What follows belongs to an exercise in optimizing a design on an open flow for small area, a short achievable clock period and few clock cycles per item; a production flow would make more cautious choices.
Only simulation tests tie the RTL to the original design; equivalence was not proved.
No activity file was given, so power comes from the tool's default toggle rates.

--- flow/constraint.sdc ---
create_clock -name core_clock -period 14.0 [get_ports {clk}]
set_input_delay 2.8000 -clock core_clock [delete_from_list [all_inputs] [get_ports {clk}]]
set_output_delay 2.8000 -clock core_clock [all_outputs]
set_load 0.01 [all_outputs]
--- flow/design.v ---
`timescale 1ns/10ps
package warp_types_pkg;
    localparam int DATA_WIDTH = 32;
    localparam int REG_ADDR_WIDTH = 5;
    localparam int PC_WIDTH = 8;
    localparam int CREDIT_WIDTH = 2;
    localparam int SHAMT_WIDTH = 5;
    localparam int NUM_REGS = 32;
    localparam int ZERO_REG = 0;
    localparam int EXEC_MASK_REG = 31;
    localparam int INSTR_CREDITS = 2;
    localparam int RESULT_CREDITS = 2;
    typedef logic [DATA_WIDTH-1:0] data_t;
    typedef logic [REG_ADDR_WIDTH-1:0] reg_addr_t;
    typedef logic [PC_WIDTH-1:0] pc_t;
    typedef logic [CREDIT_WIDTH-1:0] credit_t;
endpackage
`timescale 1ns/10ps
package isa_pkg;
    localparam int INSTR_WIDTH = 32;
    localparam int OPCODE_MSB = 31;
    localparam int OPCODE_LSB = 28;
    localparam int RD_MSB = 27;
    localparam int RD_LSB = 23;
    localparam int RS1_MSB = 22;
    localparam int RS1_LSB = 18;
    localparam int RS2_MSB = 17;
    localparam int RS2_LSB = 13;
    localparam int IMM_MSB = 12;
    localparam int IMM_LSB = 0;
    localparam int IMM_WIDTH = IMM_MSB - IMM_LSB + 1;
    typedef logic [INSTR_WIDTH-1:0] instr_t;
    typedef enum logic [3:0] {
        OP_NOP  = 4'd0,
        OP_ADD  = 4'd1,
        OP_SUB  = 4'd2,
        OP_AND  = 4'd3,
        OP_OR   = 4'd4,
        OP_XOR  = 4'd5,
        OP_SLL  = 4'd6,
        OP_SRL  = 4'd7,
        OP_ADDI = 4'd8,
        OP_LI   = 4'd9,
        OP_LINK = 4'd10
    } opcode_t;
    typedef enum logic [2:0] {
        ALU_ADD = 3'd0,
        ALU_SUB = 3'd1,
        ALU_AND = 3'd2,
        ALU_OR  = 3'd3,
        ALU_XOR = 3'd4,
        ALU_SLL = 3'd5,
        ALU_SRL = 3'd6
    } alu_op_t;
    typedef enum logic [1:0] {
        ALU_OUT   = 2'd0,
        IMMEDIATE = 2'd1,
        PC_PLUS_1 = 2'd2
    } reg_input_mux_t;
    typedef enum logic [1:0] {
        WARP_IDLE    = 2'd0,
        WARP_REQUEST = 2'd1,
        WARP_UPDATE  = 2'd2
    } warp_state_t;
endpackage
`timescale 1ns/10ps
`timescale 1ns/10ps
module scalar_alu
(
    input  logic [4:0]  op,
    input  logic        cin,
    input  logic [31:0] p,
    input  logic [31:0] g,
    output logic [31:0] y
);
    logic [31:0] gg [6];
    logic [31:0] pp [6];
    logic [31:0] c, sum, shl, shr, lg;
    logic        is_arith;
    always_comb begin
        gg[0] = g;
        pp[0] = p;
        gg[0][0] = g[0] | (p[0] & cin);
        for (int l = 0; l < 5; l++) begin
            for (int i = 0; i < 32; i++) begin
                if (i >= (1 << l)) begin
                    gg[l+1][i] = gg[l][i] | (pp[l][i] & gg[l][i - (1 << l)]);
                    pp[l+1][i] = pp[l][i] & pp[l][i - (1 << l)];
                end else begin
                    gg[l+1][i] = gg[l][i];
                    pp[l+1][i] = pp[l][i];
                end
            end
        end
        c = {gg[5][30:0], cin};
    end
    assign sum = p ^ c;
    assign shl = p << g[4:0];
    always_comb for (int k = 0; k < 32; k++) shr[k] = shl[31-k];
    assign is_arith = ~(op[4] | op[3] | op[2] | op[1] | op[0]);
    assign lg = ({32{op[2]}} & g) | ({32{op[1]}} & (p | g)) | ({32{op[0]}} & p);
    assign y = ({32{is_arith}} & sum)
             | ({32{op[4]}} & shl)
             | ({32{op[3]}} & shr)
             | lg;
endmodule
`timescale 1ns/10ps
module scalar_reg_file
(
    input  logic        clk,
    input  logic        reset,
    input  logic        wr_en,
    input  logic [4:0]  wr_addr,
    input  logic [31:0] wr_data,
    input  logic [3:0]  s1hi,       
    input  logic [7:0]  s1lo,       
    input  logic [3:0]  s2hi,
    input  logic [7:0]  s2lo,
    input  logic [3:0]  s1hi_u,     
    input  logic [7:0]  s1lo_u,
    input  logic [3:0]  s2hi_u,
    input  logic [7:0]  s2lo_u,
    output logic [31:0] rd1,
    output logic [31:0] rd2,
    output logic [31:0] mask
);
    logic [31:0] regs [32];
    logic [31:0] vld;
    logic [31:0] r31;
    logic [31:0] we;
    always_comb begin
        we = '0;
        we[wr_addr] = wr_en;
    end
    assign regs[0]  = 32'd0;
    assign regs[31] = r31;
    assign mask = r31;
    genvar i;
    generate
        for (i = 1; i < 31; i++) begin : g_reg
            logic [31:0] r;
            logic        v;
            always_ff @(posedge clk) begin
                if (we[i]) r <= wr_data;
            end
            always_ff @(posedge clk) begin
                if (reset) v <= 1'b0;
                else if (we[i]) v <= 1'b1;
            end
            assign regs[i] = r;
            assign vld[i] = v;
        end
    endgenerate
    always_ff @(posedge clk) begin
        if (reset) r31 <= '1;
        else if (we[31]) r31 <= wr_data;
    end
    assign vld[0]  = 1'b0;
    assign vld[31] = 1'b1;
    logic [31:0] sel1, sel2, sel1_u, sel2_u;
    always_comb begin
        for (int k = 0; k < 32; k++) begin
            sel1[k]   = s1hi[k >> 3] & s1lo[k & 7] & vld[k];
            sel2[k]   = s2hi[k >> 3] & s2lo[k & 7] & vld[k];
            sel1_u[k] = s1hi_u[k >> 3] & s1lo_u[k & 7] & vld[k];
            sel2_u[k] = s2hi_u[k >> 3] & s2lo_u[k & 7] & vld[k];
        end
        rd1 = '0;
        rd2 = '0;
        for (int k = 1; k < 32; k++) begin
            rd1[15:0]  = rd1[15:0]  | (regs[k][15:0]  & {16{sel1[k]}});
            rd2[15:0]  = rd2[15:0]  | (regs[k][15:0]  & {16{sel2[k]}});
            rd1[31:16] = rd1[31:16] | (regs[k][31:16] & {16{sel1_u[k]}});
            rd2[31:16] = rd2[31:16] | (regs[k][31:16] & {16{sel2_u[k]}});
        end
    end
endmodule
`timescale 1ns/10ps
`timescale 1ns/10ps
module scalar_warp_core
(
    input  logic      clk,
    input  logic      reset,
    input  logic      instr_valid,
    input  isa_pkg::instr_t    instr,
    input  logic      result_credit,
    output logic      instr_credit,
    output logic      result_valid,
    output warp_types_pkg::reg_addr_t result_rd,
    output warp_types_pkg::data_t     result_data,
    output warp_types_pkg::data_t     warp_execution_mask
);
    logic [31:0] q0, q1;           
    logic        v0, v1;
    logic [3:0]  s1hi, s2hi;       
    logic [7:0]  s1lo, s2lo;
    logic [3:0]  s1hi_u, s2hi_u;   
    logic [7:0]  s1lo_u, s2lo_u;
    logic        e_v;
    logic [4:0]  e_rd;
    logic        e_we;
    logic [31:0] e_p, e_g;         
    logic        e_c;
    logic [4:0]  e_op;             
    logic        o_v;
    logic [4:0]  o_rd;
    logic        o_we;
    logic [31:0] o_d;
    logic [31:0] r_d;              
    logic [4:0]  r_rd;             
    logic [1:0]  credits;
    logic [7:0]  pc;
    logic        stall_r;          
    logic        send_r;           
    logic        efree_r;          
    logic        dgo_r;            
    logic        q0load_r;         
    logic        wen_r;            
    assign instr_credit = dgo_r;
    assign result_valid = send_r;
    assign result_rd    = r_rd;
    assign result_data  = r_d;
    function automatic logic f_use_a(input logic [3:0] op);
        f_use_a = (op >= 4'd1) && (op <= 4'd8);
    endfunction
    function automatic logic f_use_b(input logic [3:0] op);
        f_use_b = (op >= 4'd1) && (op <= 4'd7);
    endfunction
    function automatic logic f_we(input logic [31:0] w);
        f_we = (w[31:28] >= 4'd1) && (w[31:28] <= 4'd10) && (w[27:23] != 5'd0);
    endfunction
    logic [3:0]  opc;
    logic [4:0]  rd, rs1, rs2;
    logic [31:0] imm;
    logic        is_r, is_addi, is_li, is_link, is_valid, is_sub, is_srl, is_sh;
    logic        use_a, use_b;
    assign opc = q0[31:28];
    assign rd  = q0[27:23];
    assign rs1 = q0[22:18];
    assign rs2 = q0[17:13];
    assign imm = {{19{q0[12]}}, q0[12:0]};
    assign is_r     = (opc >= 4'd1) && (opc <= 4'd7);
    assign is_addi  = (opc == 4'd8);
    assign is_li    = (opc == 4'd9);
    assign is_link  = (opc == 4'd10);
    assign is_valid = is_r | is_addi | is_li | is_link;
    assign is_sub   = (opc == 4'd2);
    assign is_srl   = (opc == 4'd7);
    assign is_sh    = (opc == 4'd6) | (opc == 4'd7);
    assign use_a    = f_use_a(opc);
    assign use_b    = f_use_b(opc);
    logic [4:0] d_op;
    always_comb begin
        d_op = 5'b00000;
        case (opc)
            4'd3: d_op = 5'b00100;
            4'd4: d_op = 5'b00010;
            4'd5: d_op = 5'b00001;
            4'd6: d_op = 5'b10000;
            4'd7: d_op = 5'b01000;
            default: d_op = 5'b00000;
        endcase
    end
    logic [31:0] q0_n, head_n;
    logic v0_n, v1_n, e_v_n, o_v_n, e_we_n, o_we_n;
    logic [4:0] e_rd_n;
    logic [1:0] credits_n;
    logic hc_n, stall_n, efree_n, haz_n, dgo_n;
    assign q0_n   = v1 ? q1 : instr;
    assign head_n = q0load_r ? q0_n : q0;
    assign v0_n   = q0load_r ? (v1 | instr_valid) : 1'b1;
    assign v1_n   = q0load_r ? (v1 & instr_valid) : (v1 | instr_valid);
    assign e_v_n  = efree_r ? dgo_r : 1'b1;
    assign e_we_n = dgo_r ? f_we(q0) : e_we;
    assign e_rd_n = dgo_r ? rd : e_rd;
    assign o_v_n  = stall_r ? o_v : e_v;
    assign o_we_n = stall_r ? o_we : e_we;
    assign credits_n = credits + {1'b0, result_credit} - {1'b0, send_r};
    assign hc_n    = credits_n != 2'd0;
    assign stall_n = o_v_n & ~hc_n;
    assign efree_n = ~e_v_n | ~stall_n;
    assign haz_n   = e_v_n & e_we_n
                   & ((f_use_a(head_n[31:28]) & (head_n[22:18] == e_rd_n))
                    | (f_use_b(head_n[31:28]) & (head_n[17:13] == e_rd_n)));
    assign dgo_n   = v0_n & efree_n & ~haz_n;
    always_ff @(posedge clk) begin
        if (reset) begin
            v0 <= 1'b0;
            v1 <= 1'b0;
            e_v <= 1'b0;
            o_v <= 1'b0;
            credits <= 2'd2;
            pc <= 8'd0;
            stall_r <= 1'b0;
            send_r <= 1'b0;
            efree_r <= 1'b1;
            dgo_r <= 1'b0;
            q0load_r <= 1'b1;
            wen_r <= 1'b0;
        end else begin
            v0 <= v0_n;
            v1 <= v1_n;
            e_v <= e_v_n;
            o_v <= o_v_n;
            credits <= credits_n;
            if (dgo_r) pc <= pc + 8'd1;
            stall_r <= stall_n;
            send_r <= o_v_n & hc_n;
            efree_r <= efree_n;
            dgo_r <= dgo_n;
            q0load_r <= ~v0_n | dgo_n;
            wen_r <= o_v_n & hc_n & o_we_n;
        end
    end
    logic [31:0] head_src;
    assign head_src = q0load_r ? q0_n : q0;
    always_ff @(posedge clk) begin
        if (q0load_r) q0 <= q0_n;
        s1hi <= 4'b0001 << head_src[22:21];
        s1lo <= 8'b00000001 << head_src[20:18];
        s2hi <= 4'b0001 << head_src[17:16];
        s2lo <= 8'b00000001 << head_src[15:13];
        s1hi_u <= q0load_r ? 4'b0001 << q0_n[22:21] : s1hi;
        s1lo_u <= q0load_r ? 8'b00000001 << q0_n[20:18] : s1lo;
        s2hi_u <= q0load_r ? 4'b0001 << q0_n[17:16] : s2hi;
        s2lo_u <= q0load_r ? 8'b00000001 << q0_n[15:13] : s2lo;
        if (q0load_r | ~v1) q1 <= instr;
    end
    logic [31:0] ra, rb;
    scalar_reg_file i_rf (
        .clk        (clk),
        .reset      (reset),
        .wr_en      (wen_r),
        .wr_addr    (o_rd),
        .wr_data    (o_d),
        .s1hi       (s1hi),
        .s1lo       (s1lo),
        .s2hi       (s2hi),
        .s2lo       (s2lo),
        .s1hi_u     (s1hi_u),
        .s1lo_u     (s1lo_u),
        .s2hi_u     (s2hi_u),
        .s2lo_u     (s2lo_u),
        .rd1        (ra),
        .rd2        (rb),
        .mask       (warp_execution_mask)
    );
    logic [31:0] ra_b, rb_b;
    assign ra_b = (o_v & o_we & (o_rd == rs1)) ? o_d : ra;
    assign rb_b = (o_v & o_we & (o_rd == rs2)) ? o_d : rb;
    logic [8:0] link_val;
    assign link_val = {1'b0, pc} + 9'd1;
    function automatic logic [31:0] rev32(input logic [31:0] x);
        for (int k = 0; k < 32; k++) rev32[k] = x[31-k];
    endfunction
    logic [31:0] opa, opb;
    assign opa = use_a ? ra_b : 32'd0;
    assign opb = use_b ? (is_sub ? ~rb_b : rb_b)
               : (is_addi | is_li) ? imm
               : is_link ? {23'd0, link_val} : 32'd0;
    logic [31:0] alu_out;
    always_ff @(posedge clk) begin
        if (efree_r) begin
            e_rd <= is_valid ? rd : 5'd0;
            e_we <= f_we(q0);
            e_op <= d_op;
            e_c  <= is_sub;
            e_p  <= is_sh ? (is_srl ? rev32(opa) : opa) : (opa ^ opb);
            e_g  <= is_sh ? {27'd0, rb_b[4:0]} : (opa & opb);
        end
        if (!stall_r) begin
            o_rd <= e_rd;
            o_we <= e_we;
            o_d  <= alu_out;
        end
        r_d  <= (stall_r | ~e_v) ? o_d : alu_out;
        r_rd <= (stall_r | ~e_v) ? o_rd : e_rd;
    end
    scalar_alu i_alu (
        .op   (e_op),
        .cin  (e_c),
        .p    (e_p),
        .g    (e_g),
        .y    (alu_out)
    );
endmodule
--- flow/flow/run.sh ---
#!/bin/bash
# The standard layout (the standard.sh, unchanged synthesis), with the
# timing repair steps aiming for a larger setup slack than the default.
set -euo pipefail
bash standard.sh SETUP_SLACK_MARGIN=10 finish > standard_flow.log 2>&1
--- flow/standard.sh ---
#!/bin/bash
# synth_recipe.tcl (not shown) runs the flow's synth.tcl, then flattens the netlist and writes it again
# the make line also repeats each setting of config.mk as NAME=value (left out here)
make -C /OpenROAD-flow-scripts/flow DESIGN_CONFIG=/design/flow/config.mk WORK_HOME=/design/flow/orfs CLKGATE_MAP_FILE= SYNTH_SCRIPT=/design/flow/synth_recipe.tcl "${@:-finish}"
--- flow/config.mk ---
export PLATFORM = sky130hd
export DESIGN_NAME = scalar_warp_core
export DESIGN_NICKNAME = scalar_warp_core
export VERILOG_FILES = /design/flow/design.v
export SDC_FILE = /design/flow/constraint.sdc
export NUM_CORES = 4
export LEC_CHECK = 0
export CAP_MARGIN = 20
export CORE_MARGIN = 2
export CORE_UTILIZATION = 40
export GPL_ROUTABILITY_DRIVEN = 1
export PLACE_DENSITY = 0.5
export SLEW_MARGIN = 20
==> results of run 1 <==
## synth_stat cells (6+ instances only)
| master | count |
|---|---|
| edfxtp_1 | 1123 |
| a22oi_1 | 597 |
| clkbuf_1 | 366 |
| nor2_1 | 277 |
| dfxtp_1 | 181 |
| nand4_1 | 170 |
| a221oi_1 | 157 |
| nand2_1 | 142 |
| a22o_1 | 133 |
| and3_1 | 132 |
| nor3_1 | 99 |
| a21oi_1 | 94 |
| nand3_1 | 79 |
| a222oi_1 | 75 |
| a211o_1 | 73 |
| inv_1 | 61 |
| mux2_2 | 59 |
| mux2i_1 | 58 |
| a221o_1 | 49 |
| o21ai_0 | 43 |
| and2_1 | 41 |
| nor2b_1 | 41 |
| ha_1 | 38 |
| a211oi_1 | 32 |
| xor2_1 | 31 |
| nor4_1 | 30 |
| xnor2_1 | 26 |
| nand2b_1 | 24 |
| a32o_1 | 22 |
| mux4_2 | 22 |
| o22ai_1 | 22 |
| a21o_1 | 16 |
| o21ai_1 | 15 |
| buf_2 | 14 |
| inv_2 | 14 |
| a32oi_1 | 11 |
| o211ai_1 | 11 |
| or2_2 | 9 |
| buf_1 | 8 |
| mux2_1 | 7 |
| or3_1 | 6 |
## layer usage
layer / routed length, um / part of all wire, %
met1: 107000 / 37
met2: 119000 / 41
met3: 42200 / 15
met4: 20200 / 7.0
met5: 118 / 0.041
## final cells by class
type / count / area (um^2)
Sequential cell: 1304 / 37500
Antenna cell: 6 / 15.0
Tap cell: 1917 / 2400
Timing Repair Buffer: 355 / 2980
Multi-Input combinational cell: 2702 / 19900
Fill cell: 12822 / 77500
Inverter: 78 / 297
Clock inverter: 70 / 726
Clock buffer: 191 / 3960
## logic make-up after synthesis
family                     Yosys count  share of synthesized area (%)
AOI/OAI and AO/OA                 1398                           18.8
xor gates and xnor gates            57                          0.856
adders and majority gates           38                          0.815
DFF                               1304                           64.0
muxes                              148                           3.17
buffers and inverters              472                           3.13
and+or+nand+nor                   1061                           9.22
## worst max-delay path by stage
| stage | from | end | slack [ns] | cells after the start |
|---|---|---|---|---|
| CTS | dgo_r | instr_credit | 9.74 | 1 |
| floorplan | instr[18] | dgo_r | 9.91 | 8 |
| global placement | instr[20] | dgo_r | 8.87 | 10 |
| detailed placement | instr[20] | dgo_r | 8.83 | 10 |
| finish | s1hi[3] | e_p[8] | 9.83 | 11 |
| global route | i_rf.r31[23] | warp_execution_mask[23] | 9.85 | 1 |
## state kept, by name (all words and copies together), names as in the netlist, 5 cells and up
signal,cells
r_d,32
e_p,32
e_rd,5
s2lo_u,8
s1lo,8
i_rf.g.v,30
e_g,32
i_rf.r31,32
o_rd,5
q0,32
s2lo,8
r_rd,5
o_d,32
q1,32
s1lo_u,8
e_op,5
i_rf.g.r,960
pc,8
## worst register-to-register path: cells and delay by family, from the launching register on
kind	cells	cell delay, ns
buf+inv	3	0.66
simple gates	3	1.40
flops	1	0.29
compound gates	4	1.31
fa+ha+maj	1	0.28
## power groups by stage
stage	sequential, mW	clock (mW)	combinational (mW)
floorplan	4.62	0	0.237
finish	4.52	3.85	0.622
global placement	4.62	0	0.581
detailed placement	4.61	0	0.590
global route	4.53	4.01	0.648
CTS	4.53	3.87	0.585
## what timing repair did
item	4_1_cts	5_1_grt
endpoints found under the setup margin	78	104
cloned	0	0
pin swaps	9	12
setup buffers	48	8
gates resized for setup	433	48
## per-stage QoR
stage	instance area, um^2	std cells	setup slack [ns]	total power [mW]
finish	67700	6623	9.83	9.00
global route	67700	6617	9.85	9.19
global placement	62200	6295	8.87	5.20
CTS	67400	6607	9.74	8.98
floorplan	58400	4478	9.91	4.86
detailed placement	62200	6298	8.83	5.20
## placed cells by master (no fill, tap or decap), types with 49 or more instances in the layout
cell type and count:
a211o_1 73, a21oi_1 90, a221o_1 49, a221oi_1 157
a222oi_1 75, a22o_1 133, a22oi_1 597, and3_1 58
and3_2 74, buf_4 243, buf_6 56, clkbuf_16 148
dfxtp_1 124, edfxtp_1 1123, inv_1 58, mux2_2 56
mux2i_1 50, nand2_1 136, nand3_1 78, nand4_1 170
nor2_1 245, nor3_1 87
==> impl_metrics.ini, run 1 <==
[power]
p_sw_mw = 2.15
p_int_mw = 6.84
powerDensity_nw_per_um2 = 133
power_leakage_nw = 23.3
p_sw_share_pct = 23.9
comb_power_share_pct = 6.9
ir_drop_uv = 127
p_seq_share_pct = 50.3
clockPowerShare_pct = 42.8

[timing]
hold_viol_final = 0
fin_setup_tns_ns = 0
timing.hold.ws_ns = 0.473
report.final.setup_viol = 0
rsz0062_at_grt = true
drv_slew = 0
finClkSkew_ns = 0.0363
max_slew_margin_pct = 17.6
fmax_mhz = 240
worst_pin_slew_ns = 1.24
period_share_pct = 29.8
min_period_ns = 4.17

[yosys]
synth_edf_count = 1123
netlist.top_cell.by_area = edfxtp_1
synth_flop_cell = edfxtp_1
yosys_warnings = 6
async_flop_share_pct = 0
synth_cell_types = 70
syn_area_um2 = 58300
synth_top_area_share_pct = 57.8
ys_seq_elements = 1304
synth-seq-area-share_pct = 64.0
postSynthAreaPerCell_um2 = 13.0
synthTopCellsByArea = edfxtp_1 58%, a22oi_1 7.7%, dfxtp_1 6.2%
syn_inst = 4478
synth_nets = 4552

[global_routing]
grt.met1_usage_pct = 50.1
grt_busiest_layer = met2
grt-ovfl-total = 0
grt_use_met2_pct = 53.8
grt_max_degree = 78
grt_pass1_wl_um = 384000
grt_usage_pct = 37.9
met3_usage_pct = 13.7
grt_pass1_vias = 44989
grt_antenna_before_repair = 3

[critical_path]
path_cells = buf_4 -> and3_1 -> buf_4 -> a32o_1 -> a221oi_1 -> nand3_1 -> nor4_2 -> a211o_1 -> inv_1 -> ha_1 -> a221o_1
path_class = reg2reg
rr_startpoint = s1hi[3]
crit_fanout = 24
cp-start-kind = flip-flop
cp.arrival_ns = 4.73
crit_slowest_cell = nor4_2
required_ns = 14.55
rr_worst_depth = 11
crit_top_cell = buf_4
cp.buffers_inverters = 3
rrSetupSlack_ns = 9.83
reg2reg_to = e_p[8]
end_kind = flip-flop
crit_family = simple AND/OR/NAND/NOR gates
cpPeakStageDelay_ns = 0.94

[routing]
wl_per_cell_um = 43.5
first_pass_iters = 10
antenna_left = 0
routed_wl_um = 288000
via_per_inst = 7.33
vias = 48535
drc = 0
drt_iter0_markers = 10057

[hold_path]
min_path_type = reg2reg
holdPathEnd = o_rd[0]
hold_path_depth = 0
min_from = e_rd[0]

[placed_design]
port_buffers = 106
gp_congestion = 0.950
post-dp-hpwl_um = 162000

[clock_network]
cts-buffers-inserted = 144
root_buffer = clkbuf_16
hold_buffers = 0
htree_levels = 4
clk_pin_slew_worst_paths_ns = 0.06
cts_buffer_depth = 3
clock_latency_ns = 0.81
cts.sinks = 1304
tritoncts = built

[final_layout]
drive_gt1_share_pct = 18.4
utilization_pct = 46.6
fin_nets = 4659
syn2layout_area_growth_pct = 16.1

[flow_run]
maxCapViolCount = 0

[floorplan]
std_cell_rows = 140
ios = 107
die_w_um = 386
floorplan.die_area_um2 = 149000
start_util_pct = 40.2
die_h_um = 386
core_um2 = 145000

[status]
status = no timing/DRC/antenna violations
Testbench counts, summed over its fixed seeds: cycles 3,351, items 3,200.
==> run 2, diff against run 1 <==
--- a/flow/config.mk
+++ b/flow/config.mk
@@ -9,4 +9,6 @@
 export CORE_MARGIN = 2
 export CORE_UTILIZATION = 40
+export CTS_CLUSTER_DIAMETER = 80
+export CTS_CLUSTER_SIZE = 20
 export GPL_ROUTABILITY_DRIVEN = 1
 export PLACE_DENSITY = 0.5
==> run 2 against run 1 <==
Register-to-register slack improved by 0.14 ns. Combinational power about the same. Synthesized area unchanged. Via count decreased by 0.76%. Largest power group unchanged. Highest routed layer unchanged.
==> impl_metrics.ini, run 2 <==
[status]
status = no timing/DRC/antenna violations

[yosys]
synth_edf_count = 1123
synth_top_area_share_pct = 57.8
ys_seq_elements = 1304
yosys_warnings = 6
syn_inst = 4478
postSynthAreaPerCell_um2 = 13.0
synth_cell_types = 70
synth_nets = 4552
synth-seq-area-share_pct = 64.0
synthTopCellsByArea = edfxtp_1 58%, a22oi_1 7.7%, dfxtp_1 6.2%
synth_flop_cell = edfxtp_1
yosysMostFrequentCell = edfxtp_1
synth_common_cells = 1123 x edfxtp_1, 597 x a22oi_1, 366 x clkbuf_1
netlist.top_cell.by_area = edfxtp_1
syn_area_um2 = 58300
async_flop_share_pct = 0

[timing]
drv_slew = 0
period_share_pct = 29.0
rsz0062_at_grt = true
min_period_ns = 4.06
max_slew_margin_pct = 18.0
worst_pin_slew_ns = 1.23
report.final.setup_viol = 0
hold_viol_final = 0
fin_setup_tns_ns = 0
fmax_mhz = 246
finClkSkew_ns = 0.0382

[critical_path]
crit_fanout = 2
crit_slowest_cell = dfxtp_4
cp.arrival_ns = 1.26
startpoint = i_rf.r31[10]
path_class = reg2out
cp_num_cells = 1
crit_family = flip-flops
required_ns = 11.20
cp.buffers_inverters = 1
rr_startpoint = s2hi[2]
cp-start-kind = flip-flop
rr_worst_depth = 11
reg2reg_to = e_p[9]
end_kind = output pin
path_cells = buf_6
rrSetupSlack_ns = 9.97
cpPeakStageDelay_ns = 0.41
cp-endpoint = warp_execution_mask[10]

[clock_network]
hold_buffers = 0
cts-buffers-inserted = 82
tritoncts = built
clock_latency_ns = 0.74
cts_buffer_depth = 3
htree_levels = 3
cts.sinks = 1304
root_buffer = clkbuf_16
clk_pin_slew_worst_paths_ns = 0.09

[routing]
first_pass_iters = 13
routed_wl_um = 288000
vias = 48168
via_per_inst = 7.40
antenna_left = 0
drt_iter0_markers = 10134
drc = 0
wl_per_cell_um = 44.2

[final_layout]
fin_nets = 4596
largest_reg_flops = 960
drive_gt1_share_pct = 16.6
syn2layout_area_growth_pct = 12.5
utilization_pct = 45.2
fillers = 13001
layout_common_cells = 1123 x edfxtp_1, 597 x a22oi_1, 245 x nor2_1
mostFrequentLayoutCell = edfxtp_1
largest_register = i_rf.g.r

[floorplan]
floorplan.die_area_um2 = 149000
ios = 107
core_um2 = 145000
std_cell_rows = 140
die_w_um = 386
die_h_um = 386
start_util_pct = 40.2

[global_routing]
grt_max_degree = 78
grt-ovfl-total = 0
grt_usage_pct = 37.6
grt_pass1_wl_um = 382000
grt_pass1_vias = 44454
grt_antenna_before_repair = 5

[hold_path]
min_path_type = reg2reg

[flow_run]
maxCapViolCount = 0

[power]
ir_drop_uv = 90.2
power_leakage_nw = 22.2
powerDensity_nw_per_um2 = 118

[placed_design]
port_buffers = 106
post-dp-hpwl_um = 162000
gp_congestion = 0.950
[run 2: repair_timing]
action,4_1_cts,5_1_grt
pin swaps,10,10
setup endpoints to repair,78,62
cloned,0,0
resized for setup,438,48
setup buffers,50,4
[run 2: worst min path at each step]
stage	depth (start not counted)	slack [ns]	to	start
floorplan	0	0.45	o_rd[0]	e_rd[0]
global placement	0	0.46	o_rd[2]	e_rd[2]
detailed placement	0	0.46	o_rd[0]	e_rd[0]
CTS	0	0.48	o_rd[0]	e_rd[0]
global route	0	0.50	o_rd[1]	e_rd[1]
finish	0	0.48	o_rd[1]	e_rd[1]
[run 2: cell families after synthesis]
logic type	share of synthesized area, %
adder cells (fa/ha/maj)	0.815
AND/OR/NAND/NOR	9.22
AO/OA/AOI/OAI	18.8
XOR/XNOR	0.856
buffers and inverters	3.13
multiplexers	3.17
flip-flops	64.0
[run 2: layout make-up]
| type | count | area [um^2] | share of cell area (%) |
|---|---|---|---|
| flip-flops and latches | 1304 | 37500 | 57.1 |
| clock inverters | 27 | 337 | 0.513 |
| multi-input cells | 2702 | 19900 | 30.3 |
| clock buffers | 125 | 2260 | 3.44 |
| repair buffers | 354 | 2940 | 4.48 |
| diodes | 4 | 10.0 | 0.0153 |
| inverters | 78 | 297 | 0.452 |
| well taps | 1917 | 2400 | 3.66 |
[run 2: stage by stage]
step	hold slack (ns)	total power [mW]	cells	instance area [um^2]	worst slack (ns)
after CTS	0.483	7.74	6500	65300	9.83
after detailed placement	0.461	5.20	6298	62200	8.83
after global placement	0.457	5.20	6295	62200	8.87
after floorplan	0.449	4.86	4478	58400	9.91
after global routing	0.500	7.94	6507	65600	9.91
final	0.478	7.77	6511	65600	9.94
[run 2: per-layer routing]
| metal | track usage [%] | wire length, um |
|---|---|---|
| met5 | 0.227 | 88 |
| met2 | 53.8 | 119000 |
| met4 | 19.1 | 19400 |
| met3 | 13.1 | 42700 |
| met1 | 50.3 | 107000 |
[run 2: where the power goes]
part	switching, mW	internal (mW)	total, mW	leakage, nW
clock	1.42	1.21	2.63	1.24
combinational	0.439	0.183	0.622	8.89
sequential	0.106	4.41	4.52	12.1

separate check: timing with driven ports:
Ports are ideal in the flow. The routed layouts listed here were re-timed in OpenROAD. Step 1, drivers: a clkbuf_16 drives clk and a buf_2 each remaining input, both assumed. Step 2 adds t to the input delays and takes it off the output delays; t is the mean of the earliest and latest rising clock arrival at the registers after step 1. Input paths then give back, and output paths get back, about the clock's delay inside the block. Slacks: no drivers / after step 1 / after step 2; pairs: no drivers / after step 1.
run | t (ns) | slack for setup (ns) | latest minus earliest clock arrival (ns) | worst slew at a driven data input, ns | cell pins on the clock port's net
run 1 | 0.873 | 9.825 / 9.785 / 9.290 | 0.037 / 0.037 | 0.10 | 1
run 2 | 0.803 | 9.935 / 9.848 / 9.361 | 0.042 / 0.042 | 0.10 | 1
After both steps setup and hold are still met in every run listed. For run 2, which loses most, drivers alone change the setup slack by -0.087 ns; drivers and shift together by -0.574 ns.
